From an optimization exercise on the open Yosys and OpenROAD flow, aimed at small area and a short achievable clock period; shortcuts taken in it are not production practice. The RTL was checked by simulation tests, not by an equivalence proof against the original design. No activity file was given, so power comes from the tool's default toggle rates.

==> flow/design.v <==
package isa_pkg;
    typedef logic [4:0] reg_idx_t;
    localparam reg_idx_t ZERO_REG = 5'd31;
    typedef enum logic [2:0] {
        ALU_ADD = 3'd0,
        ALU_SUB = 3'd1,
        ALU_AND = 3'd2,
        ALU_ORR = 3'd3,
        ALU_EOR = 3'd4
    } alu_op_t;
    typedef struct packed {
        logic [6:0] pad;
        reg_idx_t   rm;
    } opnd_reg_t;
    typedef union packed {
        opnd_reg_t   reg_view;
        logic [11:0] imm12;
    } operand_field_t;
    typedef struct packed {
        reg_idx_t       rd;
        reg_idx_t       rn;
        operand_field_t opnd;
        logic           use_imm;
        alu_op_t        alu_op;
        logic           reg_write;
        logic           set_flags;
    } issue_t;
endpackage
package pipe_pkg;
    typedef logic [4:0] rd_idx_t;
    localparam int DATA_W         = 64;
    localparam int IMM_W          = 12;
    localparam int NUM_READ_PORTS = 2;
    localparam int RESULT_LATENCY = 3;
    typedef logic [DATA_W-1:0] word_t;
    typedef struct packed {
        logic n;
        logic z;
        logic c;
        logic v;
    } nzcv_t;
    typedef struct packed {
        logic              valid;
        logic              reg_write;
        rd_idx_t   rd;
        word_t             data;
    } fwd_t;
    typedef struct packed {
        logic              valid;
        logic              reg_write;
        rd_idx_t   rd;
        word_t             data;
    } wb_t;
endpackage
`timescale 1ns/1ps
module reg_read (
    input  logic        clk,
    input  logic        rst_n,
    input  logic        wr_en,
    input  logic [4:0]  wr_idx,
    input  logic [63:0] wr_data,
    input  logic [4:0]  src_a,
    input  logic [4:0]  src_b,
    output logic [63:0] raw_a,
    output logic [63:0] raw_b
);
    logic [63:0] regs [0:30];
    logic [30:0] vld;
    always_ff @(posedge clk) begin
        for (int r = 0; r < 31; r++) begin
            if (wr_en && wr_idx == 5'(r)) begin
                regs[r] <= wr_data;
            end
        end
    end
    always_ff @(posedge clk) begin
        if (!rst_n) begin
            vld <= '0;
        end else if (wr_en) begin
            vld[wr_idx] <= 1'b1;
        end
    end
    always_comb begin
        raw_a = '0;
        raw_b = '0;
        for (int r = 0; r < 31; r++) begin
            raw_a = raw_a | ({64{vld[r] && src_a == 5'(r)}} & regs[r]);
            raw_b = raw_b | ({64{vld[r] && src_b == 5'(r)}} & regs[r]);
        end
    end
endmodule
`timescale 1ns/1ps
module operand_bypass (
    input  logic        fa,
    input  logic        fb,
    input  logic        inv_b,
    input  logic [63:0] a_q,
    input  logic [63:0] bx_q,
    input  logic [63:0] fwd,
    output logic [63:0] op_a,
    output logic [63:0] op_bx
);
    assign op_a  = fa ? fwd : a_q;
    assign op_bx = fb ? (fwd ^ {64{inv_b}}) : bx_q;
endmodule
`timescale 1ns/1ps
module execute_stage (
    input  logic            [63:0] a,
    input  logic            [63:0] bx,
    input  logic                   is_sub,
    input  logic                   is_arith,
    input  logic                   is_and,
    input  logic                   is_orr,
    input  logic                   is_eor,
    output logic            [63:0] result,
    output pipe_pkg::nzcv_t        nzcv
);
    logic [64:0] sum;
    logic [63:0] logic_res;
    logic [63:0] p, k;
    logic        z_arith, z_logic;
    logic        carry, ovf;
    assign sum = {1'b0, a} + {1'b0, bx} + {64'd0, is_sub};
    assign logic_res = ({64{is_and}} & (a & bx)) |
                       ({64{is_orr}} & (a | bx)) |
                       ({64{is_eor}} & (a ^ bx));
    assign result = is_arith ? sum[63:0] : logic_res;
    assign p       = a ^ bx;
    assign k       = {a[62:0] | bx[62:0], is_sub};
    assign z_arith = (p == k);
    assign z_logic = (logic_res == '0);
    assign carry = is_arith & sum[64];
    assign ovf   = is_arith & (a[63] == bx[63]) & (sum[63] != a[63]);
    assign nzcv = {result[63], is_arith ? z_arith : z_logic, carry, ovf};
endmodule
`timescale 1ns/1ps
module retire_stage (
    input  logic            clk,
    input  logic            rst_n,
    input  logic            e_valid,
    input  logic            e_rw,
    input  logic [4:0]      e_rd,
    input  logic            e_sf,
    input  logic [63:0]     result,
    input  pipe_pkg::nzcv_t next_flags,
    output logic            w_valid,
    output logic            w_rw,
    output logic [4:0]      w_rd,
    output logic [63:0]     w_data,
    output pipe_pkg::nzcv_t flags
);
    always_ff @(posedge clk) begin
        w_valid <= rst_n & e_valid;
        w_rw    <= e_rw;
        w_rd    <= e_rd;
        w_data  <= result;
    end
    always_ff @(posedge clk) begin
        if (!rst_n) begin
            flags <= '0;
        end else if (e_valid && e_sf) begin
            flags <= next_flags;
        end
    end
endmodule
`timescale 1ns/1ps
module datapath (
    input  logic            clk,
    input  logic            rst_n,
    input  logic            issue_valid,
    input  logic [27:0]     issue_op,
    output logic [70:0]     wb,
    output logic [3:0]      flags
);
    logic            r_valid;
    isa_pkg::issue_t r_op;
    always_ff @(posedge clk) begin
        r_valid <= rst_n & issue_valid;
        r_op    <= issue_op;
    end
    logic            e_valid;
    logic [4:0]      e_rd;
    logic            e_rw;        
    logic            e_wr;        
    logic [63:0]     result;
    logic [63:0]     wbd;
    logic [4:0]      src_b;
    logic [63:0]     raw_a, raw_b;
    assign src_b = r_op.use_imm ? isa_pkg::ZERO_REG : r_op.opnd.reg_view.rm;
    reg_read reg_read_inst (
        .clk    (clk),
        .rst_n  (rst_n),
        .wr_en  (e_wr),
        .wr_idx (e_rd),
        .wr_data(result),
        .src_a  (r_op.rn),
        .src_b  (src_b),
        .raw_a  (raw_a),
        .raw_b  (raw_b)
    );
    logic fwd_a, fwd_b;
    assign fwd_a = e_wr && (e_rd == r_op.rn);
    assign fwd_b = e_wr && (e_rd == src_b);
    logic r_sub, r_arith, r_and, r_orr, r_eor;
    assign r_sub   = (r_op.alu_op == isa_pkg::ALU_SUB);
    assign r_arith = (r_op.alu_op == isa_pkg::ALU_ADD) || r_sub;
    assign r_and   = (r_op.alu_op == isa_pkg::ALU_AND);
    assign r_orr   = (r_op.alu_op == isa_pkg::ALU_ORR);
    assign r_eor   = (r_op.alu_op == isa_pkg::ALU_EOR);
    logic [63:0] a_q, bx_q;
    logic        fa_q, fb_q;
    logic        e_sub, e_arith, e_and, e_orr, e_eor, e_sf;
    logic        e_wr_q;
    always_ff @(posedge clk) begin
        e_valid <= rst_n & r_valid;
        e_wr_q  <= rst_n & r_valid & r_op.reg_write & (r_op.rd != isa_pkg::ZERO_REG);
        e_rd    <= r_op.rd;
        e_rw    <= r_op.reg_write;
        e_sf    <= r_op.set_flags;
        e_sub   <= r_sub;
        e_arith <= r_arith;
        e_and   <= r_and;
        e_orr   <= r_orr;
        e_eor   <= r_eor;
        fa_q    <= fwd_a;
        fb_q    <= fwd_b;
        a_q     <= raw_a;
        bx_q    <= (r_op.use_imm ? {52'd0, r_op.opnd.imm12} : raw_b) ^ {64{r_sub}};
    end
    assign e_wr = e_wr_q & rst_n;
    logic [63:0] op_a, op_bx;
    operand_bypass operand_bypass_inst (
        .fa   (fa_q),
        .fb   (fb_q),
        .inv_b(e_sub),
        .a_q  (a_q),
        .bx_q (bx_q),
        .fwd  (wbd),
        .op_a (op_a),
        .op_bx(op_bx)
    );
    pipe_pkg::nzcv_t next_flags;
    execute_stage execute_stage_inst (
        .a       (op_a),
        .bx      (op_bx),
        .is_sub  (e_sub),
        .is_arith(e_arith),
        .is_and  (e_and),
        .is_orr  (e_orr),
        .is_eor  (e_eor),
        .result  (result),
        .nzcv    (next_flags)
    );
    logic w_valid, w_rw;
    logic [4:0] w_rd;
    retire_stage retire_stage_inst (
        .clk        (clk),
        .rst_n      (rst_n),
        .e_valid    (e_valid),
        .e_rw       (e_rw),
        .e_rd       (e_rd),
        .e_sf       (e_sf),
        .result     (result),
        .next_flags (next_flags),
        .w_valid    (w_valid),
        .w_rw       (w_rw),
        .w_rd       (w_rd),
        .w_data     (wbd),
        .flags      (flags)
    );
    assign wb = {w_valid, w_rw, w_rd, wbd};
endmodule
==> flow/config.mk <==
export PLATFORM = sky130hd
export DESIGN_NAME = datapath
export DESIGN_NICKNAME = datapath
export VERILOG_FILES = /design/flow/design.v
export SDC_FILE = /design/flow/constraint.sdc
export NUM_CORES = 4
export LEC_CHECK = 0
export CAP_MARGIN = 20
export CORE_MARGIN = 2
export CORE_UTILIZATION = 40
export SLEW_MARGIN = 20
==> flow/run.sh <==
#!/bin/bash
# synth_recipe.tcl (not shown) runs the flow's synth.tcl, then flattens the netlist and writes it again
# the make line also repeats each setting of config.mk as NAME=value (left out here)
make -C /OpenROAD-flow-scripts/flow DESIGN_CONFIG=/design/flow/config.mk WORK_HOME=/design/flow/orfs CLKGATE_MAP_FILE= SYNTH_SCRIPT=/design/flow/synth_recipe.tcl finish
==> flow/constraint.sdc <==
create_clock -name core_clock -period 5.5 [get_ports {clk}]
set_input_delay 1.1000 -clock core_clock [delete_from_list [all_inputs] [get_ports {clk}]]
set_output_delay 1.1000 -clock core_clock [all_outputs]
set_load 0.01 [all_outputs]
==> flow_summary.toml <==
[routing]
dr.pass1.iters = 17
viasPerCell = 7.87
wl_um = 509000
wl_per_cell_um = 47.6
drc_errors = 0
vias = 84242
ant_nets = 0
drt_iter0_drc = 21979

[logic_synthesis]
syn-num-nets = 7323
synth_top_area_share_pct = 60.6
netlist_area_sq_um = 98200
synth.avg_cell_area_sq_um = 13.7
synth_top_area_cell = "edfxtp_1"
synth-edff-count = 1984
ys_seq_elements = 2263
synth_ff_type = "edfxtp_1"
yosysWarnings = 4
syn_inst = 7156
ys_async_sr_fraction_pct = 0
synth_area_leaders = "edfxtp_1 (61%), a22oi_1 (7.7%), dfxtp_1 (5.7%)"
synth_cell_types = 79
ys_seq_area_share_pct = 66.3

[critical_path]
cp_max_fo = 57
crit_type = "reg2reg"
path_cells = "buf_12, buf_4, buf_4, nor2_1, a21oi_1, inv_1, ha_1, nand2_1, nor4_1, nand2_1, a211oi_1, o21ai_0, a31oi_1, xnor2_1, a21oi_2, buf_4"
crit_path_frequent_cell = "buf_4"
critPathLaunchType = "flop"
crit_arrival_ns = 5.67
cpMaxStageDelayCell = "ha_1"
cp_slowest_stage_delay_ns = 0.51
cp.required_ns = 6.15
cp-end-kind = "flop"

[die]
coreArea_sq_um = 244000
dieWidth_um = 500
ios = 106
dieArea_sq_um = 250000
start_util_pct = 40.3
die_h_um = 500
rows = 181

[flow_run]
maxCapViolations = 0

[clock_tree]
numCtsBuffers = 226
clock-sinks = 2263
cts_setup_buffers = 0
cts_tree = "yes"
path_clk_slew_ns = 0.07
clockRootBuffer = "clkbuf_16"
cts_max_level = 4
clock_latency_ns = 0.98
cts_buffer_depth = 3
post_cts_resized = 0
hold_buffers = 0

[finish]
final_cells = 10701
layout_common_cells = "edfxtp_1 (1984), a22oi_1 (1012), a221oi_1 (429), a22o_1 (426), nand3_1 (345)"
syn_to_final_growth_pct = 15.3
nets = 7427
drive_above_1_share_pct = 12.0
final_common_cell = "edfxtp_1"

[hold_path]
hp-class = "reg2reg"

[sta]
tns_ns = 0
rsz0062_at_grt = "false"
period_needed_ns = 5.02
worstMarginPinSlew_ns = 1.35
layout_setup_ws_ns = 0.480
maxSlewViolCount = 0
fin_skew_ns = 0.0984
finalSetupViolCount = 0
fmax_mhz = 199
fin_crit_sh_pct = 91.3
relSlewSlack_pct = 9.69
hold_viol_final = 0

[placement]
dp_hpwl_um = 295000
gp_congestion = 1.01
dpl_worst_slack_ns = 0.706
dp_cells = 10233
placement.io_buffers = 105

[power_and_ir_drop]
total_leakage_power_uw = 0.0350
powerDensity_nw_per_um2 = 321
power_uw = 36300
ir_worst_vdd_mv = 0.314

[global_routing]
grt_max_degree = 65
antenna_found_initial = 44
grt.total_usage_pct = 39.2
grt_pass1_wl_um = 674000
grt_pass1_vias = 77649
grt_overflow = 0

[outcome]
outcome = "no timing/DRC/antenna violations"
==> layout make-up <==
type                    instances  area (sq um)
fillers                     21168        130000
flip-flops and latches       2263         65200
multi-input cells            4145         30900
clock buffers                 297          6130
repair buffers                462          4780
well taps                    3202          4010
clock inverters               134          1530
inverters                     162           608
diodes                         36          90.1
==> final timing paths <==
check,from,endpoint,slack [ns],depth (start not counted)
max reg2reg,fb_q,reg_read_inst.regs[30][52],0.48,16
min reg2reg,r_op[0],e_sf,0.32,0
max,fb_q,reg_read_inst.regs[30][52],0.48,16
min,r_op[0],e_sf,0.32,0
==> Yosys cell counts (69+ instances only) <==
master and instances:
nand4_1 166, nand2_1 110, and3_1 77, edfxtp_1 1984, mux2i_1 69, buf_1 133
o21ai_0 113, clkbuf_1 311, a22oi_1 1012, a222oi_1 115, a22o_1 426, xnor2_1 194
inv_1 160, a221oi_1 429, nand3_1 345, dfxtp_1 279, nor2_1 275, buf_2 132
a21oi_1 219, ha_1 134
==> registers in the layout (all words and copies together), names as in the netlist, 4 cells and up <==
name and count:
reg_read_inst.vld 31, e_rd 5, reg_read_inst.regs 1984, retire_stage_inst.flags 4, retire_stage_inst.w_data 64, retire_stage_inst.w_rd 5
bx_q 64, r_op 28, a_q 64
==> critical path: cells and delay by family, from the launching register on <==
family,cells,cell delay (ns)
buffers and inverters,5,1.38
AO/OA/AOI/OAI,5,1.48
adder cells (fa/ha/maj),1,0.51
flip-flops,1,0.36
AND/OR/NAND/NOR,4,0.73
XOR/XNOR,1,0.15
==> routing by layer <==
layer	part of all wire [%]	vias to the layer above	global-route usage, %	wire [um]
met5	0.16	-	1.78	832
met4	8.9	45	25.5	45200
met1	33	40508	48.7	167000
li1	-	29898	-	-
met2	39	10656	54.2	200000
met3	19	3135	18.5	96600
==> through the flow <==
step	hold WS, ns	instance area (sq um)	util [%]
final	0.324	113000	46.5
after global placement	0.311	105000	43.3
after global routing	0.327	113000	46.4
after detailed placement	0.315	105000	43.3
after floorplan	0.310	98200	-
after CTS	0.330	113000	46.4
==> report_power, final <==
part	leakage, uW	total (uW)	switching (uW)	internal (uW)
sequential	0.0178	19000	158	18800
combinational	0.0135	1230	894	337
clock	0.00371	16100	7200	8920
total	0.0350	36300	8250	28100
==> kinds of logic after synthesis <==
| family | share of synthesized area [%] |
|---|---|
| compound gates | 19.7 |
| buf+inv | 3.06 |
| xor+xnor | 2.10 |
| mux | 0.726 |
| fa+ha+maj | 1.75 |
| simple gates | 6.30 |
| flops | 66.3 |

-- port drivers added, routing unchanged --
In the flow no input, the clock included, has a driving cell. The finished layout below was timed again as built, in two steps.
Step 1 sets driving cells, clkbuf_16 on the clock port and buf_2 on the other inputs (assumed; they add their load-dependent delay and slew).
Step 2 also shifts input and output timing later by t, the mid clock arrival at the registers, as if the neighbouring blocks saw the same clock.
Three values: ideal ports, drivers, drivers and shift; two values: the first two.
shift t [ns]: 1.030
slack for setup (ns): 0.480 / 0.480 / 0.480
worst setup path at the end: register to register
slew at the worst register clock pin (ns): 0.08 / 0.08
After both steps this run still meets setup and hold. For this run, drivers alone change the setup slack by 0.000 ns; drivers and shift together by 0.000 ns.
